This is an optimization exercise on Yosys and OpenROAD, whose aim is small area, not a production implementation.
Function was checked by simulation only, so behaviour that the tests miss may differ from the original.
Power and IR drop assume default switching activity.

### design/flow/design.v
package cache_mem_bridge_pkg;
   localparam int PA_WIDTH  = 32;
   localparam int WRD_WIDTH = 32;
   localparam int MEM_WIDTH = 512;
   localparam int WPB       = MEM_WIDTH / WRD_WIDTH;
   localparam int BO_WIDTH  = 6;
   localparam int CW        = $clog2(WPB);
   localparam logic [2:0] MB_IDLE    = 3'd0;
   localparam logic [2:0] MB_WB      = 3'd1;
   localparam logic [2:0] MB_RF_ISS  = 3'd2;
   localparam logic [2:0] MB_RF_WAIT = 3'd3;
   localparam logic [2:0] MB_DONE    = 3'd4;
   function automatic logic [PA_WIDTH-1:0] block_base(input logic [PA_WIDTH-1:0] a);
      block_base = {a[PA_WIDTH-1:BO_WIDTH], {BO_WIDTH{1'b0}}};
   endfunction
endpackage
module mem_beat_ctr
(
   input  logic          clk,
   input  logic          rst_n,
   input  logic          inc,
   input  logic          clr,
   output logic [cache_mem_bridge_pkg::CW-1:0] cnt,
   output logic          last
);
   always_ff @(posedge clk)
      if (!rst_n || clr) cnt <= '0;
      else if (inc) cnt <= cnt + 1'b1;
   assign last = cnt == cache_mem_bridge_pkg::CW'(cache_mem_bridge_pkg::WPB - 1);
endmodule
module cache_mem_bridge
(
   input  logic                 clk,
   input  logic                 rst_n,
   input  logic                 wb_req,
   input  logic [cache_mem_bridge_pkg::PA_WIDTH-1:0]  wb_addr,
   input  logic [cache_mem_bridge_pkg::MEM_WIDTH-1:0] wb_data,
   output logic                 wb_done,
   input  logic                 rf_req,
   input  logic [cache_mem_bridge_pkg::PA_WIDTH-1:0]  rf_addr,
   output logic [cache_mem_bridge_pkg::MEM_WIDTH-1:0] rf_data,
   output logic                 rf_done,
   output logic                 busy,
   output logic                 m_req,
   output logic                 m_we,
   output logic [cache_mem_bridge_pkg::PA_WIDTH-1:0]  m_addr,
   output logic [cache_mem_bridge_pkg::WRD_WIDTH-1:0] m_wdata,
   input  logic                 m_gnt,
   input  logic                 m_rvalid,
   input  logic [cache_mem_bridge_pkg::WRD_WIDTH-1:0] m_rdata
);
   logic [2:0]           state;
   logic                 is_wb;
   logic [cache_mem_bridge_pkg::PA_WIDTH-1:0]  base;
   logic [cache_mem_bridge_pkg::MEM_WIDTH-1:0] blk;
   logic [cache_mem_bridge_pkg::CW-1:0]        iss, rsp;
   logic                 iss_last, rsp_last, iss_inc, rsp_inc, clr_ctrs;
   assign m_req    = state == cache_mem_bridge_pkg::MB_WB || state == cache_mem_bridge_pkg::MB_RF_ISS;
   assign m_we     = state == cache_mem_bridge_pkg::MB_WB;
   assign busy     = state != cache_mem_bridge_pkg::MB_IDLE;
   assign wb_done  = state == cache_mem_bridge_pkg::MB_DONE && is_wb;
   assign rf_done  = state == cache_mem_bridge_pkg::MB_DONE && !is_wb;
   assign m_addr   = m_req ? base + cache_mem_bridge_pkg::PA_WIDTH'({iss, 2'b00}) : '0;
   assign m_wdata  = m_we ? blk[iss*cache_mem_bridge_pkg::WRD_WIDTH +: cache_mem_bridge_pkg::WRD_WIDTH] : '0;
   assign iss_inc  = m_req && m_gnt;
   assign rsp_inc  = m_rvalid && (state == cache_mem_bridge_pkg::MB_RF_ISS || state == cache_mem_bridge_pkg::MB_RF_WAIT);
   assign clr_ctrs = state == cache_mem_bridge_pkg::MB_DONE;
   mem_beat_ctr u_iss (.clk(clk), .rst_n(rst_n), .inc(iss_inc), .clr(clr_ctrs), .cnt(iss), .last(iss_last));
   mem_beat_ctr u_rsp (.clk(clk), .rst_n(rst_n), .inc(rsp_inc), .clr(clr_ctrs), .cnt(rsp), .last(rsp_last));
   always_ff @(posedge clk)
      if (!rst_n) begin
         state   <= cache_mem_bridge_pkg::MB_IDLE;
         is_wb   <= 1'b0;
         base    <= '0;
         blk     <= '0;
         rf_data <= '0;
      end else begin
         if (rsp_inc) rf_data[rsp*cache_mem_bridge_pkg::WRD_WIDTH +: cache_mem_bridge_pkg::WRD_WIDTH] <= m_rdata;
         case (state)
            cache_mem_bridge_pkg::MB_IDLE:
               if (wb_req) begin
                  state <= cache_mem_bridge_pkg::MB_WB;
                  is_wb <= 1'b1;
                  base  <= cache_mem_bridge_pkg::block_base(wb_addr);
                  blk   <= wb_data;
               end else if (rf_req) begin
                  state <= cache_mem_bridge_pkg::MB_RF_ISS;
                  is_wb <= 1'b0;
                  base  <= cache_mem_bridge_pkg::block_base(rf_addr);
               end
            cache_mem_bridge_pkg::MB_WB:      if (iss_inc && iss_last) state <= cache_mem_bridge_pkg::MB_DONE;
            cache_mem_bridge_pkg::MB_RF_ISS:  if (iss_inc && iss_last) state <= rsp_inc && rsp_last ? cache_mem_bridge_pkg::MB_DONE : cache_mem_bridge_pkg::MB_RF_WAIT;
            cache_mem_bridge_pkg::MB_RF_WAIT: if (rsp_inc && rsp_last) state <= cache_mem_bridge_pkg::MB_DONE;
            default:    state <= cache_mem_bridge_pkg::MB_IDLE;
         endcase
      end
endmodule
### design/flow/constraint.sdc
create_clock -name core_clock -period 6.0 [get_ports {clk}]
set_input_delay 1.2000 -clock core_clock [delete_from_list [all_inputs] [get_ports {clk}]]
set_output_delay 1.2000 -clock core_clock [all_outputs]
set_load 0.01 [all_outputs]
### design/flow/config.mk
export PLATFORM = sky130hd
export DESIGN_NAME = cache_mem_bridge
export DESIGN_NICKNAME = cache_mem_bridge
export VERILOG_FILES = /design/flow/design.v
export SDC_FILE = /design/flow/constraint.sdc
export NUM_CORES = 4
export LEC_CHECK = 0
export CAP_MARGIN = 30
export CORE_AREA = 5 5 435 435
export DIE_AREA = 0 0 440 440
export SLEW_MARGIN = 40
### design/flow/run.sh
#!/bin/bash
# synth_recipe.tcl (not shown) runs the flow's synth.tcl, then flattens the netlist and writes it again
# the make line also repeats each setting of config.mk as NAME=value (left out here)
make -C /OpenROAD-flow-scripts/flow DESIGN_CONFIG=/design/flow/config.mk WORK_HOME=/design/flow/orfs CLKGATE_MAP_FILE= SYNTH_SCRIPT=/design/flow/synth_recipe.tcl finish
==> results.yml, run 1 <==
status:
  status: "finished clean"
logic_synthesis:
  ys_top_cells_by_area: "dfxtp_1, nand2_1, a21oi_1, mux4_2, mux2i_1"
  synth_ff_type: "dfxtp_1"
  synth-xor-area-share_pct: 0.1865
  seq_area_frac_synth_pct: 51.10
  synthArstFlopShare_pct: 0
  netlist_area_um2: 41600
  synthSimpleGateAreaFrac_pct: 16.85
  synth_edf_count: 0
  synth.top_cell.area_share_pct: 51.10
  synth-seq-cells: 1062
  synth_top_family_by_area: "simple AND/OR/NAND/NOR gates"
  syn_area_per_cell_um2: 9.019
  yosys.area_share.adder_pct: 0.1203
  yosys.area.top_type: "dfxtp_1"
  muxShareOfSynthArea_pct: 12.63
  yosysWarnings: 2
  synthCells: 4613
  synth_cell_types: 66
  synth_compound_area_share_pct: 14.31
drt:
  vias: 39530
  routedWlPerCell_um: 25.06
  firstDrtPassIters: 6
  drt_iter0_drc: 3988
  drtAntennaViolNets: 0
  wirelength_um: 205400
  drc: 0
  via_per_inst: 4.822
placed_design:
  dp_hpwl_um: 156500
  gp_congestion: 0.9251
  portBuffers: 1180
  dp.cells: 7920
worst_setup_path:
  slowest_delay_ns: 0.78
  crit_required_ns: 4.80
  crit_buf_inv: 2
  crit_type: "flip-flop to output pin"
  start_kind: "flip-flop"
  worstSetupEndpointType: "output pin"
  crit_arrival_ns: 4.06
  worst_path_max_delay_cell: "and3b_1"
  path_delay_family: "simple AND/OR/NAND/NOR gates"
  path_cells: "nor3b_2, and3b_1, buf_4, a22oi_1, nand2_1, clkdlybuf4s50_1"
  path_max_fanout: 18
cts:
  ctsResizeCount: 0
  cts_tree: "yes"
  cts-hold-fix-buffers: 0
  clock_sinks: 1062
  root_buffer: "clkbuf_16"
  htree_levels: 3
  clock_path_buffers: 3
  cts_setup_buffers: 0
  path_clk_slew_ns: 0.06
  cts_buffers: 118
  insertion_delay_ns: 0.79
timing:
  hold_violations: 0
  tns_ns: 0
  fin_skew_ns: 0.08194
  fmax_mhz: 190.0
  timing.final.crit_period_ns: 5.262
  finalSetupViolCount: 0
  slew_headroom_pct: 38.76
  finalMaxSlewViolations: 0
  tightestPinTransition_ns: 0.9158
  period_share_pct: 87.70
  rsz0062_at_grt: "false"
power:
  ir_drop_mv: 0.2665
  pwr_density_cell_nw_per_um2: 350.1
  leakage_nw: 21.45
cells_and_area:
  fin_nets: 6199
  stdcell_count: 8197
  layout-drive-gt1-share_pct: 8.561
  syn_to_final_growth_pct: 44.28
global_route:
  grt_pass1_wl_um: 279600
  antenna_found_initial: 77
  first_global_vias: 37070
  groute.usage.overall_pct: 19.95
  grt_max_degree: 181
  grt_overflow: 0
die:
  core_area_um2: 183500
  rows: 157
  die_x_um: 440
  die_h_um: 440
  io_pins: 1195
  dieArea_um2: 193600
  start_util_pct: 22.67
job:
  drv_cap: 0
hold_path:
  hp-class: "flip-flop to flip-flop"
metal layers:
layer | up-vias | share of wire [%] | GRT usage (%)
li1 | 17810 | - | -
met1 | 19340 | 40 | 25.47
met2 | 1945 | 45 | 31.22
met3 | 412 | 10 | 6.151
met4 | 24 | 4.6 | 8.341
met5 | - | 0.079 | 0
sequential cells by signal (all words and copies together) (netlist names):
| signal | flops |
|---|---|
| u_iss.cnt | 4 |
| is_wb | 1 |
| blk | 512 |
| rf_data | 512 |
| base | 26 |
| state | 3 |
| u_rsp.cnt | 4 |
where the power goes:
group          switching (W)  leakage (nW)  internal [W]
Sequential          0.000517          8.64       0.00778
Clock                0.00325          2.01       0.00449
Combinational        0.00308          10.8       0.00190
Total                0.00685          21.4        0.0142
area by class of cell:
class                           instances  area [um^2]
Clock buffer                          161         3346
Antenna cell                           56        140.1
Inverter                                8        37.54
Tap cell                             2464         3083
Timing Repair Buffer                 1279        12830
Multi-Input combinational cell       3112        18540
Fill cell                           19230       123500
Clock inverter                         55        779.5
Sequential cell                      1062        21270
placed cells by master (no fill, tap or decap), types with 6 or more instances in the layout:
cell / Yosys / routed
nand2_1: 1514 / 1513
buf_6: 12 / 7
clkbuf_16: 0 / 119
and2_1: 34 / 30
buf_4: 19 / 71
o22ai_1: 23 / 23
a22o_1: 13 / 13
dfxtp_1: 1062 / 1059
o2bb2ai_1: 48 / 48
a211oi_1: 26 / 26
clkbuf_8: 0 / 21
bufinv_16: 0 / 13
inv_6: 0 / 11
mux4_2: 128 / 128
a22oi_1: 67 / 67
buf_12: 0 / 14
mux2i_1: 237 / 237
clkdlybuf4s50_1: 0 / 1172
clkinv_2: 0 / 18
a32o_1: 50 / 50
a31oi_1: 41 / 40
o21ai_0: 46 / 46
clkbuf_1: 271 / 21
diode_2: 0 / 56
xnor2_1: 6 / 6
nand3_1: 71 / 71
a32oi_1: 41 / 41
a21oi_1: 589 / 588
buf_2: 116 / 7
nor2_1: 86 / 82
inv_1: 7 / 7
a21oi_2: 10 / 11
cell families after synthesis:
logic type / count (synthesis)
adders and majority gates: 4
and+or+nand+nor: 1761
other: 1
AOI/OAI and AO/OA: 972
xor gates and xnor gates: 8
DFF: 1062
muxes: 365
buffers and inverters: 440
synth_stat cells (3+ instances only):
cell type  number
and2_1         34
a211oi_1       26
a32oi_1        41
buf_2         116
clkbuf_1      271
and3b_1         7
nor3_1          5
and3_1          4
and4_1          3
o2bb2ai_1      48
buf_6          12
inv_1           7
nand3_1        71
a21oi_2        10
nor4b_1         3
o22ai_1        23
a22oi_1        67
mux4_2        128
mux2i_1       237
nand2b_1        3
a31oi_1        41
dfxtp_1      1062
ha_1            4
o21ai_0        46
nor2_1         86
nor2b_1         4
nand3b_1        3
xnor2_1         6
buf_8           3
o2111ai_1       5
nand2_1      1514
a22o_1         13
buf_1          10
a21oi_1       589
a32o_1         50
nand4_1         5
buf_4          19
path summary, 6_finish.rpt:
kind	start	end	slack [ns]	cells after the start
max	state[2]	m_wdata[24]	0.74	6
max reg2reg	u_rsp.cnt[2]	rf_data[132]	2.13	8
min	rf_data[27]	rf_data[27]	0.45	2
min reg2reg	rf_data[27]	rf_data[27]	0.45	2
tightest hold or removal path, delay by kind of cell, from the launching register on:
family | cells | cell delay (ns)
compound gates | 1 | 0.05
simple gates | 1 | 0.05
flops | 1 | 0.31
per-stage QoR:
stage / total power (W) / cell area [um^2] / util (%) / hold slack, ns / setup WS (ns)
5_1_grt: 0.02192 / 59970 / 32.68 / 0.4620 / 0.5336
6_report: 0.02101 / 60020 / 32.72 / 0.4499 / 0.7381
2_1_floorplan: 0.01122 / 41610 / - / 0.4331 / 2.992
3_3_place_gp: 0.01334 / 55500 / 30.25 / 0.4358 / 1.416
4_1_cts: 0.02119 / 59760 / 32.57 / 0.4500 / 0.5688
3_5_place_dp: 0.01342 / 55640 / 30.32 / 0.4407 / 1.392
==> inputs of run 2 (changes only) <==
==> design/flow/design.v (replaced) <==
package cache_mem_bridge_pkg;
   localparam int PA_WIDTH  = 32;
   localparam int WRD_WIDTH = 32;
   localparam int MEM_WIDTH = 512;
   localparam int WPB       = MEM_WIDTH / WRD_WIDTH;
   localparam int BO_WIDTH  = 6;
   localparam int CW        = $clog2(WPB);
   localparam logic [2:0] MB_IDLE    = 3'd0;
   localparam logic [2:0] MB_WB      = 3'd1;
   localparam logic [2:0] MB_RF_ISS  = 3'd2;
   localparam logic [2:0] MB_RF_WAIT = 3'd3;
   localparam logic [2:0] MB_DONE    = 3'd4;
   function automatic logic [PA_WIDTH-1:0] block_base(input logic [PA_WIDTH-1:0] a);
      block_base = {a[PA_WIDTH-1:BO_WIDTH], {BO_WIDTH{1'b0}}};
   endfunction
endpackage
module mem_beat_ctr
(
   input  logic          clk,
   input  logic          clr,
   input  logic          inc,
   output logic [cache_mem_bridge_pkg::CW-1:0] cnt,
   output logic          last
);
   always_ff @(posedge clk)
      if (clr) cnt <= '0;
      else if (inc) cnt <= cnt + 1'b1;
   assign last = &cnt;
endmodule
module cache_mem_bridge
(
   input  logic                 clk,
   input  logic                 rst_n,
   input  logic                 wb_req,
   input  logic [cache_mem_bridge_pkg::PA_WIDTH-1:0]  wb_addr,
   input  logic [cache_mem_bridge_pkg::MEM_WIDTH-1:0] wb_data,
   output logic                 wb_done,
   input  logic                 rf_req,
   input  logic [cache_mem_bridge_pkg::PA_WIDTH-1:0]  rf_addr,
   output logic [cache_mem_bridge_pkg::MEM_WIDTH-1:0] rf_data,
   output logic                 rf_done,
   output logic                 busy,
   output logic                 m_req,
   output logic                 m_we,
   output logic [cache_mem_bridge_pkg::PA_WIDTH-1:0]  m_addr,
   output logic [cache_mem_bridge_pkg::WRD_WIDTH-1:0] m_wdata,
   input  logic                 m_gnt,
   input  logic                 m_rvalid,
   input  logic [cache_mem_bridge_pkg::WRD_WIDTH-1:0] m_rdata
);
   localparam int W  = cache_mem_bridge_pkg::WRD_WIDTH;
   localparam int M  = cache_mem_bridge_pkg::MEM_WIDTH;
   localparam int BO = cache_mem_bridge_pkg::BO_WIDTH;
   localparam int PA = cache_mem_bridge_pkg::PA_WIDTH;
   logic                 rf_act;           
   logic [PA-1:BO]       base;
   logic [M-1:0]         blk;
   logic [cache_mem_bridge_pkg::CW-1:0] iss, rsp;
   logic                 iss_last, rsp_last, iss_inc, rsp_inc, iss_end, rsp_end, sh;
   assign rf_data = blk;
   assign m_wdata = blk[W-1:0];
   assign m_addr  = {base, iss, 2'b00};
   assign iss_inc = m_req && m_gnt;
   assign rsp_inc = m_rvalid && rf_act;
   assign iss_end = iss_inc && iss_last;
   assign rsp_end = rsp_inc && rsp_last;
   assign sh      = (m_we && m_gnt) || rsp_inc;
   mem_beat_ctr u_iss (.clk(clk), .clr(!busy), .inc(iss_inc), .cnt(iss), .last(iss_last));
   mem_beat_ctr u_rsp (.clk(clk), .clr(!busy), .inc(rsp_inc), .cnt(rsp), .last(rsp_last));
   logic ld, shb, hold;
   assign ld   = !busy;
   assign shb  = busy && sh;
   assign hold = busy && !sh;
   logic [M-1:0] blk_n;    
   assign blk = ~blk_n;
   always_ff @(posedge clk)
      blk_n <= ~(({M{ld}} & wb_data) | ({M{shb}} & {m_rdata, blk[M-1:W]}) | ({M{hold}} & blk));
   logic [PA-1:BO] base_n;
   logic           ld_wb, ld_rf;
   assign ld_wb = !busy && wb_req;
   assign ld_rf = !busy && !wb_req;
   assign base  = ~base_n;
   always_ff @(posedge clk)
      base_n <= ~(({(PA-BO){ld_wb}} & wb_addr[PA-1:BO]) | ({(PA-BO){ld_rf}} & rf_addr[PA-1:BO]) | ({(PA-BO){busy}} & base));
   always_ff @(posedge clk)
      if (!rst_n) begin
         busy    <= 1'b0;
         m_req   <= 1'b0;
         m_we    <= 1'b0;
         rf_act  <= 1'b0;
         wb_done <= 1'b0;
         rf_done <= 1'b0;
      end else if (!busy) begin
         busy    <= wb_req || rf_req;
         m_req   <= wb_req || rf_req;
         m_we    <= wb_req;
         rf_act  <= !wb_req && rf_req;
         wb_done <= 1'b0;
         rf_done <= 1'b0;
      end else begin
         if (wb_done || rf_done) busy <= 1'b0;
         if (iss_end) begin
            m_req <= 1'b0;
            m_we  <= 1'b0;
         end
         if (m_we) wb_done <= iss_end;
         else if (rf_act && (m_req ? iss_end && rsp_end : rsp_end)) begin
            rf_done <= 1'b1;
            rf_act  <= 1'b0;
         end
         if (wb_done) wb_done <= 1'b0;
         if (rf_done) rf_done <= 1'b0;
      end
endmodule
==> results.yml, run 2 <==
status:
  status: "finished clean"
placed_design:
  gp_congestion: 0.9422
  placed_area_um2: 34290
  portBuffers: 1180
  dp_hpwl_um: 140200
timing:
  fin_skew_ns: 0.02409
  finalSetupViolCount: 0
  slew_headroom_pct: 41.02
  timing.final.crit_period_ns: 3.527
  fmax_mhz: 283.6
  tns_ns: 0
  rsz0062_at_grt: "false"
  period_share_pct: 58.78
  finalMaxSlewViolations: 0
  whs_ns: 0.4568
  hold_violations: 0
  tightestPinTransition_ns: 0.8847
cts:
  root_buffer: "clkbuf_16"
  ctsResizeCount: 0
  htree_levels: 3
  clock_path_buffers: 3
  clock_sinks: 552
  cts_tree: "yes"
  insertion_delay_ns: 0.68
  cts_buffers: 74
  cts_setup_buffers: 0
  path_clk_slew_ns: 0.06
  cts-hold-fix-buffers: 0
hold_path:
  hp-class: "flip-flop to flip-flop"
drt:
  vias: 22340
  drt_iter0_drc: 3922
  via_per_inst: 4.004
  routedWlPerCell_um: 30.47
  firstDrtPassIters: 15
  wirelength_um: 170000
  drc: 0
  drtAntennaViolNets: 0
job:
  drv_cap: 0
cells_and_area:
  layout_common_cells: "clkdlybuf4s50_1, dfxtp_1, inv_1"
  layout-drive-gt1-share_pct: 4.995
  fin_nets: 3637
  mostFrequentLayoutCell: "clkdlybuf4s50_1"
  largest_reg_flops: 512
  reg_top3: "blk_n x512, base_n x26"
  design_area_um2: 36920
  fillCellCount: 20230
  regMostFlops: "blk_n"
  syn_to_final_growth_pct: 81.17
logic_synthesis:
  synth_ff_type: "dfxtp_1"
  synth_edf_count: 0
  syn_area_per_cell_um2: 10.46
  netlist_area_um2: 20380
  seq_area_frac_synth_pct: 54.23
  ys_top_cells_by_area: "dfxtp_1, a222oi_1, inv_1, buf_6, buf_2"
  synthCells: 1948
  yosys.area.top_type: "dfxtp_1"
  yosysWarnings: 2
  synth_cell_types: 30
  synth.top_cell.area_share_pct: 54.23
  yosysMostFrequentCell: "dfxtp_1"
  synthArstFlopShare_pct: 0
  synth-seq-cells: 552
  synth_common_cells: "dfxtp_1, inv_1, a222oi_1"
power:
  pwr_density_cell_nw_per_um2: 328.4
  leakage_nw: 15.21
  ir_drop_mv: 0.2253
worst_setup_path:
  rrSetupSlack_ns: 3.29
  worstSetupEndpointType: "output pin"
  crit_required_ns: 4.80
  crit_type: "flip-flop to output pin"
  crit_arrival_ns: 2.33
  start_kind: "flip-flop"
  path_max_fanout: 60
die:
  io_pins: 1195
  die_x_um: 440
  core_area_um2: 183500
  start_util_pct: 11.11
  die_h_um: 440
  dieArea_um2: 193600
  rows: 157
global_route:
  grt_max_degree: 162
  groute.usage.overall_pct: 16.44
  grt_pass1_wl_um: 211500
  grt_overflow: 0
  antenna_found_initial: 124
  first_global_vias: 20740
[run 2: where the power goes]
group	switching, W	total [W]	internal, W
Sequential	0.000102	0.00422	0.00412
Clock	0.00192	0.00465	0.00273
Combinational	0.00177	0.00326	0.00148
[run 2: path summary, 6_finish.rpt]
| kind | from | endpoint | cells after the start |
|---|---|---|---|
| max reg2reg | busy | blk_n[397] | 6 |
| max | busy | busy | 2 |
| min | base_n[13] | base_n[13] | 2 |
| min reg2reg | base_n[13] | base_n[13] | 2 |
[run 2: metal layers]
metal	vias up	global-route usage [%]	wire length [um]
met5	-	0	233
met4	38	5.480	5858
met3	317	4.903	14730
met2	1329	29.65	88290
met1	11110	18.40	60920
li1	9547	-	-
[run 2: logic make-up (layout without fill, tap and decap cells)]
kind of cell,Yosys count,count (layout),synth area share (%)
buf+inv,753,1887,16.72
flops,552,552,54.23
compound gates,551,551,26.17
simple gates,59,59,1.283
mux,26,26,1.277
xor+xnor,4,4,0.1719
fa+ha+maj,2,2,0.1228
other cells,1,36,0.01840
[run 2: cell type report]
cell class	count	area (um^2)	area share (%)
clock inverter	29	332.8	0.9015
inverter	539	2036	5.514
sequential	552	11050	29.94
timing repair buffer	1210	12210	33.07
antenna	34	85.08	0.2305
tap	2464	3083	8.351
clock buffer	109	2187	5.924
multi-input combinational	644	5933	16.07
[run 2: worst max-delay path, stage by stage (launching register included)]
cell and delay, ns:
dfxtp_2 0.41, buf_4 0.56, clkdlybuf4s50_1 0.67
[run 2: through the flow]
step | utilization, % | setup WS, ns | instances | total power (W)
2_1_floorplan | - | 3.787 | 1949 | 0.005480
3_3_place_gp | 18.68 | 2.137 | 5407 | 0.007576
3_5_place_dp | 18.69 | 2.122 | 5408 | 0.007597
4_1_cts | 20.06 | 2.368 | 5546 | 0.01239
5_1_grt | 20.09 | 2.334 | 5558 | 0.01262
6_report | 20.12 | 2.473 | 5581 | 0.01213
==> inputs of run 3 (changes only) <==
==> design/flow/flow/run.sh (new file) <==
#!/bin/bash
# The standard layout, with the smallest buffer on each port and no CTS dummy loads.
set -euo pipefail
bash standard.sh \
  "BUFFER_PORTS_ARGS=-buffer_cell sky130_fd_sc_hd__buf_1" \
  "CTS_ARGS=-sink_clustering_enable -repair_clock_nets -dont_use_dummy_load -sink_clustering_size 30 -sink_clustering_max_diameter 60 -buf_list {sky130_fd_sc_hd__clkbuf_4 sky130_fd_sc_hd__clkbuf_8}" \
  finish > flow_make.log 2>&1
==> design/flow/standard.sh (new file) <==
#!/bin/bash
# synth_recipe.tcl (not shown) runs the flow's synth.tcl, then flattens the netlist and writes it again
# the make line also repeats each setting of config.mk as NAME=value (left out here)
make -C /OpenROAD-flow-scripts/flow DESIGN_CONFIG=/design/flow/config.mk WORK_HOME=/design/flow/orfs CLKGATE_MAP_FILE= SYNTH_SCRIPT=/design/flow/synth_recipe.tcl "${@:-finish}"
--- a/design/flow/config.mk
+++ b/design/flow/config.mk
@@ -8,4 +8,7 @@
 export CAP_MARGIN = 30
 export CORE_AREA = 5 5 435 435
+export CTS_BUF_LIST = sky130_fd_sc_hd__clkbuf_4 sky130_fd_sc_hd__clkbuf_8
+export CTS_CLUSTER_DIAMETER = 60
+export CTS_CLUSTER_SIZE = 30
 export DIE_AREA = 0 0 440 440
 export SLEW_MARGIN = 40
removed: design/flow/run.sh
==> results.yml, run 3 <==
timing:
  setup_slack_ns: 2.920
  finalMaxSlewViolations: 0
  tns_ns: 0
  tightestPinTransition_ns: 1.020
  finalSetupViolCount: 0
  period_share_pct: 51.33
  fin_skew_ns: 0.1119
  fmax_mhz: 324.7
  hold_violations: 0
  slew_headroom_pct: 31.97
  timing.final.crit_period_ns: 3.080
  rsz0062_at_grt: "false"
global_route:
  first_global_vias: 19790
  met3_usage_pct: 5.404
  grt_max_degree: 203
  grt.busiest_layer: "met2"
  grt_pass1_wl_um: 201400
  use_met1_pct: 17.47
  grt_overflow: 0
  grtUsageMet2_pct: 27.31
  antenna_found_initial: 129
  groute.usage.overall_pct: 15.71
cells_and_area:
  fillCellCount: 21180
  reg_top3: "blk_n x512, base_n x26"
  fin_nets: 3615
  design_area_um2: 27840
  largest_reg_flops: 512
  regMostFlops: "blk_n"
  mostFrequentLayoutCell: "buf_1"
  layout-drive-gt1-share_pct: 2.970
  layout_common_cells: "buf_1, dfxtp_1, inv_1"
  final_util_pct: 15.17
  syn_to_final_growth_pct: 36.59
logic_synthesis:
  synthSimpleGateAreaFrac_pct: 1.283
  netlist_area_um2: 20380
  synthArstFlopShare_pct: 0
  synth_ff_type: "dfxtp_1"
  muxShareOfSynthArea_pct: 1.277
  syn_area_per_cell_um2: 10.46
  synth-xor-area-share_pct: 0.1719
  seq_area_frac_synth_pct: 54.23
  synth_compound_area_share_pct: 26.17
  yosys.area.top_type: "dfxtp_1"
  synth_edf_count: 0
  synth_common_cells: "dfxtp_1, inv_1, a222oi_1"
  yosys.area_share.adder_pct: 0.1228
  synth_cell_types: 30
  yosysMostFrequentCell: "dfxtp_1"
  ys_top_cells_by_area: "dfxtp_1, a222oi_1, inv_1, buf_6, buf_2"
  synth.top_cell.area_share_pct: 54.23
  synth-seq-cells: 552
  yosysWarnings: 2
  synth_top_family_by_area: "compound AO/OA/AOI/OAI gates"
  synthCells: 1948
placed_design:
  placed_area_um2: 26750
  pre_cts_ws_ns: 2.500
  dp_hpwl_um: 136600
  gp_congestion: 0.9815
  portBuffers: 1180
cts:
  cts_tree: "yes"
  root_buffer: "clkbuf_8"
  cts-hold-fix-buffers: 0
  clock_sinks: 552
  ctsResizeCount: 0
  clock_path_buffers: 3
  cts_setup_buffers: 0
  htree_levels: 3
  path_clk_slew_ns: 0.10
  cts_buffers: 68
  insertion_delay_ns: 0.80
worst_setup_path:
  start_kind: "flip-flop"
  worst_path_max_delay_cell: "buf_4"
  slowest_delay_ns: 0.52
  crit_required_ns: 4.80
  crit_type: "flip-flop to output pin"
  path_max_fanout: 60
  worstSetupEndpointType: "output pin"
  crit_arrival_ns: 1.88
  path_cells: "buf_4, buf_1"
drt:
  wirelength_um: 163600
  drt_iter0_drc: 4289
  drtAntennaViolNets: 0
  routedWlPerCell_um: 29.69
  firstDrtPassIters: 13
  drc: 0
  vias: 22200
  via_per_inst: 4.030
job:
  drv_cap: 0
power:
  pwr_density_cell_nw_per_um2: 326.1
  leakage_nw: 11.24
  ir_drop_mv: 0.2067
die:
  rows: 157
  core_area_um2: 183500
  die_h_um: 440
  die_x_um: 440
  io_pins: 1195
  dieArea_um2: 193600
  start_util_pct: 11.11
status:
  status: "finished clean"
hold_path:
  hp-class: "flip-flop to flip-flop"
## run 3: changes by cell type in the layout (fill, tap and decap cells not counted), sizes merged
| cell | before | now |
|---|---|---|
| bufinv | 4 | 0 |
| clkinv | 13 | 0 |
| diode | 34 | 48 |
| clkbuf | 109 | 69 |
| clkdlybuf4s50 | 1180 | 0 |
| clkinvlp | 7 | 0 |
| inv | 544 | 539 |
| buf | 30 | 1193 |
## run 3: cells by family (layout without fill, tap and decap cells)
| kind of cell | count (synthesis) | count (layout) |
|---|---|---|
| AOI/OAI and AO/OA | 551 | 551 |
| xor gates and xnor gates | 4 | 4 |
| adders and majority gates | 2 | 2 |
| buffers and inverters | 753 | 1801 |
| DFF | 552 | 552 |
| muxes | 26 | 26 |
| other | 1 | 50 |
| and+or+nand+nor | 59 | 59 |
## run 3: critical path, delay by kind of cell (launching register included)
family	cells	cell delay, ns
flip-flops	1	0.39
buffers and inverters	2	0.74
## run 3: power breakdown
| part | total [W] | switching, W | internal (W) |
|---|---|---|---|
| Clock | 0.00244 | 0.00144 | 0.00100 |
| Combinational | 0.00242 | 0.00177 | 0.000645 |
| Sequential | 0.00422 | 0.000103 | 0.00412 |
| Total | 0.00908 | 0.00331 | 0.00576 |
## run 3: final cells by class
type	count	area [um^2]	share of cell area [%]
Inverter	539	2031	7.295
Antenna cell	48	120.1	0.4315
Clock buffer	68	935.9	3.362
Timing Repair Buffer	1194	4681	16.82
Tap cell	2464	3083	11.08
Sequential cell	552	11050	39.70
Multi-Input combinational cell	644	5933	21.32
## run 3: metal layers
layer	share of wire, %	vias up
met5	0.21	-
met2	50	1386
met1	36	11030
met4	4.2	48
li1	-	9423
met3	9.6	318
## run 3: path summary, 6_finish.rpt
kind / depth (start not counted) / slack, ns / to / startpoint
hold reg to reg: 2 / 0.40 / blk_n[125] / blk_n[157]
setup reg to reg: 4 / 3.10 / blk_n[54] / busy
hold / removal: 2 / 0.40 / blk_n[125] / blk_n[157]
setup / recovery: 2 / 2.92 / busy / busy
## run 3: stage by stage
stage,std cells,power (W),hold WS [ns]
after floorplan,1949,0.005480,0.4536
after global placement,5392,0.006708,0.4423
after detailed placement,5392,0.006741,0.4467
after CTS,5460,0.009250,0.3888
after global routing,5478,0.009517,0.4325
final,5509,0.009078,0.4021
==> inputs of run 4 (changes only) <==
==> design/flow/flow/run.sh (replaced) <==
#!/bin/bash
# The standard layout, with the smallest buffer on each port and no CTS dummy loads.
set -euo pipefail
bash standard.sh \
  "BUFFER_PORTS_ARGS=-buffer_cell sky130_fd_sc_hd__buf_1" \
  "CTS_ARGS=-sink_clustering_enable -repair_clock_nets -dont_use_dummy_load -sink_clustering_size 40 -sink_clustering_max_diameter 100 -buf_list {sky130_fd_sc_hd__clkbuf_4 sky130_fd_sc_hd__clkbuf_8}" \
  finish > flow_make.log 2>&1
--- a/design/flow/config.mk
+++ b/design/flow/config.mk
@@ -7,8 +7,8 @@
 export LEC_CHECK = 0
 export CAP_MARGIN = 30
-export CORE_AREA = 5 5 435 435
+export CORE_AREA = 5 5 275 275
 export CTS_BUF_LIST = sky130_fd_sc_hd__clkbuf_4 sky130_fd_sc_hd__clkbuf_8
-export CTS_CLUSTER_DIAMETER = 60
-export CTS_CLUSTER_SIZE = 30
-export DIE_AREA = 0 0 440 440
+export CTS_CLUSTER_DIAMETER = 100
+export CTS_CLUSTER_SIZE = 40
+export DIE_AREA = 0 0 280 280
 export SLEW_MARGIN = 40
==> results.yml, run 4 <==
logic_synthesis:
  synth-seq-cells: 552
  synth_common_cells: "dfxtp_1, inv_1, a222oi_1"
  synth_ff_type: "dfxtp_1"
  yosysWarnings: 2
  synth_edf_count: 0
  ys_top_cells_by_area: "dfxtp_1, a222oi_1, inv_1, buf_6, buf_2"
  synthArstFlopShare_pct: 0
  netlist_area_um2: 20380
  synth_cell_types: 30
  synth.top_cell.area_share_pct: 54.23
  syn_area_per_cell_um2: 10.46
  synthCells: 1948
  seq_area_frac_synth_pct: 54.23
  yosys.area.top_type: "dfxtp_1"
  yosysMostFrequentCell: "dfxtp_1"
status:
  firstError: "[ERROR PPL-0024] Number of IO pins (1195) exceeds maximum number of available positions (1010). Increase the die perimeter from 1120.00um to 1625.20um."
  stop_stage: "3_2_place_iop"
  status: "stopped before the end"
die:
  die_h_um: 280
  rows: 99
  start_util_pct: 28.07
  die_x_um: 280
-- run 4: cells by family after synthesis --
family / count (synthesis) / share of synthesized area [%]
compound gates: 551 / 26.17
fa+ha+maj: 2 / 0.1228
mux: 26 / 1.277
buf+inv: 753 / 16.72
other cells: 1 / 0.01840
flops: 552 / 54.23
simple gates: 59 / 1.283
xor+xnor: 4 / 0.1719
==> inputs of run 5 (changes only) <==
==> design/flow/flow/run.sh (replaced) <==
#!/bin/bash
# The standard layout, with the smallest buffer on each port and no CTS
# dummy loads.
set -euo pipefail
bash standard.sh \
  "BUFFER_PORTS_ARGS=-buffer_cell sky130_fd_sc_hd__buf_1" \
  "CTS_ARGS=-sink_clustering_enable -repair_clock_nets -dont_use_dummy_load -sink_clustering_size 16 -sink_clustering_max_diameter 80 -buf_list {sky130_fd_sc_hd__clkbuf_4 sky130_fd_sc_hd__clkbuf_8}" \
  finish > flow_make.log 2>&1
--- a/design/flow/config.mk
+++ b/design/flow/config.mk
@@ -7,8 +7,8 @@
 export LEC_CHECK = 0
 export CAP_MARGIN = 30
-export CORE_AREA = 5 5 275 275
+export CORE_AREA = 5 5 435 435
 export CTS_BUF_LIST = sky130_fd_sc_hd__clkbuf_4 sky130_fd_sc_hd__clkbuf_8
-export CTS_CLUSTER_DIAMETER = 100
-export CTS_CLUSTER_SIZE = 40
-export DIE_AREA = 0 0 280 280
+export CTS_CLUSTER_DIAMETER = 80
+export CTS_CLUSTER_SIZE = 16
+export DIE_AREA = 0 0 440 440
 export SLEW_MARGIN = 40
==> results.yml, run 5 <==
cts:
  root_buffer: "clkbuf_8"
  cts_tree: "yes"
  path_clk_slew_ns: 0.10
  clock_sinks: 552
  cts_setup_buffers: 0
  ctsResizeCount: 0
  clock_path_buffers: 3
  htree_levels: 2
  insertion_delay_ns: 0.78
  cts_buffers: 52
  cts-hold-fix-buffers: 0
timing:
  tightestPinTransition_ns: 1.045
  timing.final.crit_period_ns: 3.113
  setup_slack_ns: 2.887
  fmax_mhz: 321.3
  tns_ns: 0
  finalMaxSlewViolations: 0
  fin_skew_ns: 0.1189
  slew_headroom_pct: 30.33
  finalSetupViolCount: 0
  period_share_pct: 51.88
  rsz0062_at_grt: "false"
  hold_violations: 0
global_route:
  antenna_found_initial: 129
  grt_max_degree: 203
  grt_overflow: 0
  grt_pass1_wl_um: 200800
  groute.usage.overall_pct: 15.61
  first_global_vias: 19630
logic_synthesis:
  netlist_area_um2: 20380
  syn_area_per_cell_um2: 10.46
  yosysMostFrequentCell: "dfxtp_1"
  synthCells: 1948
  ys_top_cells_by_area: "dfxtp_1, a222oi_1, inv_1, buf_6, buf_2"
  seq_area_frac_synth_pct: 54.23
  synth-seq-cells: 552
  yosysWarnings: 2
  synth_common_cells: "dfxtp_1, inv_1, a222oi_1"
  synth.top_cell.area_share_pct: 54.23
  synthArstFlopShare_pct: 0
  synth_cell_types: 30
  synth_edf_count: 0
  synth_ff_type: "dfxtp_1"
  yosys.area.top_type: "dfxtp_1"
die:
  start_util_pct: 11.11
  core_area_um2: 183500
  io_pins: 1195
  rows: 157
  die_x_um: 440
  dieArea_um2: 193600
  die_h_um: 440
drt:
  drc: 0
  drt_iter0_drc: 4313
  routedWlPerCell_um: 29.64
  wirelength_um: 162900
  firstDrtPassIters: 14
  vias: 22200
  drtAntennaViolNets: 0
  via_per_inst: 4.039
job:
  drv_cap: 0
worst_setup_path:
  crit_required_ns: 4.80
  path_max_fanout: 60
  worstSetupEndpointType: "output pin"
  rrSetupSlack_ns: 3.17
  r2r_end: "blk_n[329]"
  r2r_start: "busy"
  r2r_cells: 4
  crit_type: "flip-flop to output pin"
  crit_arrival_ns: 1.91
  start_kind: "flip-flop"
power:
  switchingPower_w: 0.003246
  ir_drop_mv: 0.2095
  swShare_pct: 37.00
  p_int_w: 0.005526
  seq_power_share_pct: 48.1
  leakage_nw: 11.12
  pwr_density_cell_nw_per_um2: 317.6
  p_clk_share_pct: 24.4
  p_comb_share_pct: 27.5
hold_path:
  hold_path_depth: 2
  hp-class: "flip-flop to flip-flop"
  min_from: "blk_n[487]"
  hold_end: "blk_n[455]"
cells_and_area:
  stdcell_count: 5495
  syn_to_final_growth_pct: 35.54
  mostFrequentLayoutCell: "buf_1"
  fin_nets: 3599
  layout-drive-gt1-share_pct: 2.449
  regMostFlops: "blk_n"
  layout_common_cells: "buf_1, dfxtp_1, inv_1"
  reg_top3: "blk_n x512, base_n x26"
  final_util_pct: 15.05
  largest_reg_flops: 512
placed_design:
  dp_hpwl_um: 136600
  pre_cts_ws_ns: 2.500
  portBuffers: 1180
  dp.cells: 5392
  gp_congestion: 0.9815
status:
  status: "finished clean"
[run 5: worst max-delay path by stage]
stage / startpoint / to / slack (ns) / depth (start not counted)
4_1_cts: blk_n[247] / rf_data[247] / 2.65 / 2
2_1_floorplan: m_gnt / blk_n[100] / 3.79 / 5
3_5_place_dp: m_gnt / blk_n[86] / 2.50 / 5
5_1_grt: busy / busy / 2.73 / 2
3_3_place_gp: m_gnt / blk_n[22] / 2.50 / 5
6_report: busy / busy / 2.89 / 2
[run 5: power by group through the flow]
stage | clock network, W | registers (W) | logic [W]
global route | 0.00238 | 0.00426 | 0.00256
finish | 0.00214 | 0.00422 | 0.00242
detailed placement | 0 | 0.00430 | 0.00244
global placement | 0 | 0.00429 | 0.00242
floorplan | 0 | 0.00428 | 0.00120
CTS | 0.00228 | 0.00422 | 0.00245
[run 5: metrics by stage]
step	hold slack (ns)	power, W	area [um^2]
floorplan	0.4536	0.005480	20380
global placement	0.4423	0.006708	26740
detailed placement	0.4467	0.006741	26750
CTS	0.4431	0.008944	27460
global route	0.4719	0.009196	27530
finish	0.4313	0.008771	27620
[run 5: cells by family after synthesis]
group	share of synthesized area [%]
flops	54.23
buf+inv	16.72
other cells	0.01840
xor+xnor	0.1719
mux	1.277
compound gates	26.17
simple gates	1.283
fa+ha+maj	0.1228
[run 5: cell type report]
type | count | area (um^2)
Fill cell | 21200 | 155900
Sequential cell | 552 | 11050
Multi-Input combinational cell | 644 | 5933
Timing Repair Buffer | 1194 | 4681
Tap cell | 2464 | 3083
Inverter | 539 | 2031
Clock buffer | 52 | 715.7
Antenna cell | 50 | 125.1
[run 5: critical path, cell delays in order, from the launching register on]
cell     delay, ns
dfxtp_2       0.39
buf_4         0.53
buf_1         0.22
[run 5: metal layers]
layer / vias up / wire, um / global-route usage, %
li1: 9380 / - / -
met1: 11040 / 58230 / 17.65
met2: 1442 / 82970 / 27.62
met3: 291 / 15590 / 4.669
met4: 46 / 5759 / 5.829
met5: - / 339 / 0
==> inputs of run 6 (changes only) <==
--- a/design/flow/config.mk
+++ b/design/flow/config.mk
@@ -7,8 +7,9 @@
 export LEC_CHECK = 0
 export CAP_MARGIN = 30
-export CORE_AREA = 5 5 435 435
+export CORE_AREA = 5 5 355 355
 export CTS_BUF_LIST = sky130_fd_sc_hd__clkbuf_4 sky130_fd_sc_hd__clkbuf_8
 export CTS_CLUSTER_DIAMETER = 80
 export CTS_CLUSTER_SIZE = 16
-export DIE_AREA = 0 0 440 440
+export DIE_AREA = 0 0 360 360
+export PLACE_DENSITY = 0.5
 export SLEW_MARGIN = 40
==> results.yml, run 6 <==
status:
  status: "finished clean"
logic_synthesis:
  synth_cell_types: 30
  synthArstFlopShare_pct: 0
  yosysMostFrequentCell: "dfxtp_1"
  synth-seq-cells: 552
  synth_edf_count: 0
  synth_common_cells: "dfxtp_1, inv_1, a222oi_1"
  synth.top_cell.area_share_pct: 54.23
  netlist_area_um2: 20380
  yosysWarnings: 2
  synthCells: 1948
  seq_area_frac_synth_pct: 54.23
  syn_area_per_cell_um2: 10.46
  synth_ff_type: "dfxtp_1"
  yosys.area.top_type: "dfxtp_1"
  ys_top_cells_by_area: "dfxtp_1, a222oi_1, inv_1, buf_6, buf_2"
worst_setup_path:
  r2r_start: "busy"
  start_kind: "flip-flop"
  crit_arrival_ns: 1.74
  r2r_cells: 6
  path_max_fanout: 3
  crit_type: "flip-flop to output pin"
  crit_required_ns: 4.80
  worstSetupEndpointType: "output pin"
  r2r_end: "blk_n[139]"
  rrSetupSlack_ns: 3.06
cells_and_area:
  mostFrequentLayoutCell: "buf_1"
  layout_common_cells: "buf_1, dfxtp_1, inv_1"
  stdcell_count: 4650
  largest_reg_flops: 512
  regMostFlops: "blk_n"
  layout-drive-gt1-share_pct: 2.643
  fin_nets: 3607
  reg_top3: "blk_n x512, base_n x26"
  syn_to_final_growth_pct: 30.74
  fillCellCount: 13720
  final_util_pct: 21.89
cts:
  insertion_delay_ns: 0.72
  clock_path_buffers: 3
  cts-hold-fix-buffers: 0
  cts_buffers: 50
  clock_sinks: 552
  cts_setup_buffers: 0
  htree_levels: 2
  path_clk_slew_ns: 0.11
  cts_tree: "yes"
  ctsResizeCount: 0
  root_buffer: "clkbuf_8"
global_route:
  grt_overflow: 0
  first_global_vias: 19880
  grt_max_degree: 185
  antenna_found_initial: 57
  grt_pass1_wl_um: 177600
  groute.usage.overall_pct: 19.44
drt:
  drtAntennaViolNets: 0
  drt_iter0_drc: 4511
  vias: 21810
  drc: 0
  wirelength_um: 136100
  via_per_inst: 4.689
  firstDrtPassIters: 12
  routedWlPerCell_um: 29.26
die:
  core_area_um2: 121700
  die_x_um: 360
  io_pins: 1195
  start_util_pct: 16.74
  rows: 128
  die_h_um: 360
  dieArea_um2: 129600
placed_design:
  portBuffers: 1180
  dp.cells: 4561
  dp_hpwl_um: 110000
  gp_congestion: 0.9299
timing:
  timing.final.crit_period_ns: 2.937
  fmax_mhz: 340.4
  slew_headroom_pct: 45.11
  tns_ns: 0
  hold_violations: 0
  tightestPinTransition_ns: 0.8233
  finalMaxSlewViolations: 0
  fin_skew_ns: 0.05785
  finalSetupViolCount: 0
  rsz0062_at_grt: "false"
  period_share_pct: 48.96
hold_path:
  hold_end: "blk_n[455]"
  hp-class: "flip-flop to flip-flop"
  hold_path_depth: 2
  min_from: "blk_n[487]"
power:
  ir_drop_mv: 0.1437
  pwr_density_cell_nw_per_um2: 322.9
  total_power_w: 0.008603
  leakage_nw: 11.18
job:
  drv_cap: 0
run 6: cell counts after synthesis:
No cell type changed its count.
run 6: routing by layer:
layer | track usage, % | vias up | share of wire [%]
met3 | 10.64 | 193 | 14
met4 | 6.644 | 4 | 3.1
met2 | 31.09 | 1336 | 46
met1 | 22.04 | 10880 | 36
li1 | - | 9396 | -
met5 | 0 | - | 0.018
run 6: how the worst max path moves through the flow:
stage               start      endpoint  slack [ns]  cells after the start
3_5_place_dp        m_gnt     blk_n[25]        2.53                      6
5_1_grt        blk_n[246]  rf_data[246]        2.99                      2
4_1_cts        blk_n[246]  rf_data[246]        3.03                      2
2_1_floorplan       m_gnt    blk_n[100]        3.79                      5
6_report       blk_n[246]  rf_data[246]        3.06                      2
3_3_place_gp        m_gnt    blk_n[474]        2.40                      5
run 6: metrics by stage:
step	setup WS [ns]	hold slack (ns)	area [um^2]
2_1_floorplan	3.787	0.4536	20380
3_3_place_gp	2.396	0.4379	25720
3_5_place_dp	2.534	0.4462	25780
4_1_cts	3.031	0.4441	26470
5_1_grt	2.985	0.4639	26610
6_report	3.063	0.4534	26640
run 6: area by class of cell:
cell class,count,area [um^2],share of cell area (%)
diodes,36,90.09,0.3381
clock buffers,50,688.2,2.583
inverters,539,2036,7.641
multi-input cells,644,5933,22.27
flip-flops and latches,552,11050,41.48
well taps,1625,2033,7.632
repair buffers,1204,4810,18.05
run 6: power breakdown:
part | switching, W | internal [W]
combinational | 0.00165 | 0.000656
sequential | 0.0000999 | 0.00411
clock | 0.00134 | 0.000741
total | 0.00309 | 0.00551
run 6: logic make-up (layout without fill, tap and decap cells):
kind of cell | Yosys count | in the layout | synth area share, %
mux | 26 | 26 | 1.277
xor+xnor | 4 | 4 | 0.1719
buf+inv | 753 | 1793 | 16.72
simple gates | 59 | 59 | 1.283
fa+ha+maj | 2 | 2 | 0.1228
other cells | 1 | 38 | 0.01840
compound gates | 551 | 551 | 26.17
flops | 552 | 552 | 54.23
run 6: worst max-delay path: stages, from the launching register on:
cell,delay (ns)
dfxtp_1,0.31
inv_1,0.35
buf_1,0.36
==> inputs of run 7 (changes only) <==
==> design/flow/flow/run.sh (replaced) <==
#!/bin/bash
# The standard layout, with the smallest buffer on each port and no CTS
# dummy loads.
set -euo pipefail
bash standard.sh \
  "BUFFER_PORTS_ARGS=-buffer_cell sky130_fd_sc_hd__buf_1" \
  "CTS_ARGS=-sink_clustering_enable -repair_clock_nets -dont_use_dummy_load -sink_clustering_size 28 -sink_clustering_max_diameter 80 -buf_list {sky130_fd_sc_hd__clkbuf_8 sky130_fd_sc_hd__clkbuf_16}" \
  finish > flow_make.log 2>&1
==> design/flow/config.mk (replaced) <==
export PLATFORM = sky130hd
export DESIGN_NAME = cache_mem_bridge
export DESIGN_NICKNAME = cache_mem_bridge
export VERILOG_FILES = /design/flow/design.v
export SDC_FILE = /design/flow/constraint.sdc
export NUM_CORES = 4
export LEC_CHECK = 0
export CAP_MARGIN = 30
export CORE_AREA = 5 5 345 345
export CTS_BUF_LIST = sky130_fd_sc_hd__clkbuf_8 sky130_fd_sc_hd__clkbuf_16
export CTS_CLUSTER_DIAMETER = 80
export CTS_CLUSTER_SIZE = 28
export DIE_AREA = 0 0 350 350
export PLACE_DENSITY = 0.5
export SLEW_MARGIN = 40
==> results.yml, run 7 <==
logic_synthesis:
  synthCells: 1948
  synth_cell_types: 30
  yosysWarnings: 2
  synth_common_cells: "dfxtp_1, inv_1, a222oi_1"
  syn_area_per_cell_um2: 10.46
  netlist_area_um2: 20380
  synthArstFlopShare_pct: 0
  synth_ff_type: "dfxtp_1"
  synth.top_cell.area_share_pct: 54.23
  ys_top_cells_by_area: "dfxtp_1, a222oi_1, inv_1, buf_6, buf_2"
  seq_area_frac_synth_pct: 54.23
  synth-seq-cells: 552
  yosysMostFrequentCell: "dfxtp_1"
  synth_edf_count: 0
  yosys.area.top_type: "dfxtp_1"
job:
  drv_cap: 0
cts:
  cts_tree: "yes"
  path_clk_slew_ns: 0.10
  clock_path_buffers: 3
  cts-hold-fix-buffers: 0
  insertion_delay_ns: 0.63
  ctsResizeCount: 0
  root_buffer: "clkbuf_16"
  clock_sinks: 552
  cts_buffers: 42
  htree_levels: 2
  cts_setup_buffers: 0
worst_setup_path:
  start_kind: "flip-flop"
  r2r_cells: 4
  r2r_end: "blk_n[470]"
  crit_type: "flip-flop to output pin"
  worstSetupEndpointType: "output pin"
  crit_required_ns: 4.80
  rrSetupSlack_ns: 2.97
  crit_arrival_ns: 2.02
  path_max_fanout: 42
  r2r_start: "busy"
drt:
  via_per_inst: 4.799
  drtAntennaViolNets: 0
  firstDrtPassIters: 14
  drt_iter0_drc: 4002
  routedWlPerCell_um: 29.99
  vias: 21700
  wirelength_um: 135600
  drc: 0
timing:
  hold_violations: 0
  rsz0062_at_grt: "false"
  finalMaxSlewViolations: 0
  fin_skew_ns: 0.07596
  period_share_pct: 53.68
  finalSetupViolCount: 0
  timing.final.crit_period_ns: 3.221
  slew_headroom_pct: 39.08
  setup_slack_ns: 2.779
  tightestPinTransition_ns: 0.9138
  tns_ns: 0
  fmax_mhz: 310.5
placed_design:
  dp_hpwl_um: 108800
  placed_area_um2: 25610
  gp_congestion: 0.9417
  portBuffers: 1180
  pre_cts_ws_ns: 2.519
global_route:
  grt_pass1_wl_um: 174900
  groute.usage.overall_pct: 20.37
  grt_overflow: 0
  antenna_found_initial: 72
  first_global_vias: 19920
  grt_max_degree: 180
die:
  dieArea_um2: 122500
  io_pins: 1195
  die_x_um: 350
  rows: 124
  die_h_um: 350
  core_area_um2: 114700
  start_util_pct: 17.77
cells_and_area:
  reg_top3: "blk_n x512, base_n x26"
  design_area_um2: 26800
  mostFrequentLayoutCell: "buf_1"
  largest_reg_flops: 512
  layout_common_cells: "buf_1, dfxtp_1, inv_1"
  fin_nets: 3593
  regMostFlops: "blk_n"
  layout-drive-gt1-share_pct: 2.185
  syn_to_final_growth_pct: 31.52
hold_path:
  hold_end: "blk_n[61]"
  hold_path_depth: 2
  min_from: "blk_n[93]"
  hp-class: "flip-flop to flip-flop"
power:
  p_comb_share_pct: 24.8
  p_int_w: 0.006001
  switchingPower_w: 0.003144
  swShare_pct: 34.38
  ir_drop_mv: 0.2053
  pwr_density_cell_nw_per_um2: 341.2
  leakage_nw: 11.30
  p_clk_share_pct: 29.1
  seq_power_share_pct: 46.1
status:
  status: "finished clean"
## run 7: cell types whose count changed in the layout (fill, tap and decap cells not counted)
cell / change
buf_4: -5
buf_6: -1
clkbuf_16: +42
clkbuf_2: +1
clkbuf_4: -1
clkbuf_8: -50
diode_2: -2
inv_12: -1
inv_8: +1
## run 7: power by group through the flow
stage                     clock network, W  logic, W  registers [W]
after global placement                   0   0.00224        0.00429
final                              0.00266   0.00227        0.00421
after CTS                          0.00277   0.00226        0.00421
after detailed placement                 0   0.00226        0.00430
after floorplan                          0   0.00120        0.00428
after global routing               0.00287   0.00244        0.00426
## run 7: final cells by class
| class | instances | area, um^2 |
|---|---|---|
| antenna | 34 | 85.08 |
| tap | 1512 | 1892 |
| sequential | 552 | 11050 |
| fill | 12820 | 87850 |
| clock buffer | 42 | 1051 |
| timing repair buffer | 1198 | 4758 |
| inverter | 539 | 2031 |
| multi-input combinational | 644 | 5933 |
## run 7: critical path, cell delays in order, from the launching register on
cell and delay, ns:
dfxtp_2 0.66, buf_4 0.51, buf_1 0.20
## run 7: kinds of logic after synthesis
kind of cell    Yosys count  synth area share (%)
mux                      26                 1.277
xor+xnor                  4                0.1719
buf+inv                 753                 16.72
flops                   552                 54.23
simple gates             59                 1.283
fa+ha+maj                 2                0.1228
compound gates          551                 26.17
other cells               1               0.01840
## run 7: metrics by stage
stage / hold WS, ns / utilization, % / power, W / std cells
final: 0.4358 / 23.38 / 0.009146 / 4521
after detailed placement: 0.4449 / 22.34 / 0.006555 / 4443
after CTS: 0.4362 / 23.25 / 0.009246 / 4485
after floorplan: 0.4536 / - / 0.005480 / 1949
after global routing: 0.4714 / 23.36 / 0.009568 / 4514
after global placement: 0.4332 / 22.29 / 0.006528 / 4441
## run 7: worst max-delay path by stage
stage,from,to,slack (ns)
CTS,busy,busy,2.73
floorplan,m_gnt,blk_n[100],3.79
detailed placement,m_gnt,blk_n[442],2.52
finish,busy,busy,2.78
global route,busy,busy,2.68
global placement,m_gnt,blk_n[476],2.51
## run 7: per-layer routing
layer	vias up	global-route usage [%]	routed length, um
li1	9364	-	-
met1	10820	23.61	50450
met2	1308	33.55	63730
met3	204	9.009	16650
met4	2	7.071	4724
met5	-	0	13

[static timing again, ports no longer ideal]
The results above use ideal ports. As a check the final layouts listed here were re-extracted and re-timed, cells and wires unchanged. Step 1: set_driving_cell puts a clkbuf_16 on clk and a buf_2 on each other input, an assumption about the parent block. Step 2 moves the port delays by t, midway between the first and last clock arrival at a register: inputs arrive t later, outputs are due t later. That takes back most of the time a late clock gives input paths. a / b / c = ideal ports / drivers / drivers and shift; a / b = the first two.
| run | t, ns | slack for setup (ns) | worst hold slack (ns) | worst register clock-pin slew, ns |
|---|---|---|---|---|
| run 1 | 0.823 | 0.738 / 0.664 / 1.487 | 0.450 / 0.450 / 0.450 | 0.07 / 0.07 |
| run 2 | 0.756 | 2.473 / 2.385 / 2.200 | 0.457 / 0.457 / 0.457 | 0.07 / 0.07 |
| run 3 | 0.828 | 2.920 / 2.832 / 2.306 | 0.402 / 0.402 / 0.402 | 0.12 / 0.12 |
| run 5 | 0.811 | 2.887 / 2.800 / 2.421 | 0.431 / 0.431 / 0.431 | 0.12 / 0.12 |
| run 6 | 0.744 | 3.063 / 3.002 / 2.463 | 0.453 / 0.453 / 0.453 | 0.12 / 0.12 |
| run 7 | 0.663 | 2.779 / 2.717 / 2.431 | 0.436 / 0.436 / 0.436 | 0.11 / 0.11 |
After both steps every run listed still meets setup and hold. The setup slack of run 3, which loses most, moves by -0.088 ns with the drivers and by -0.614 ns with both steps.
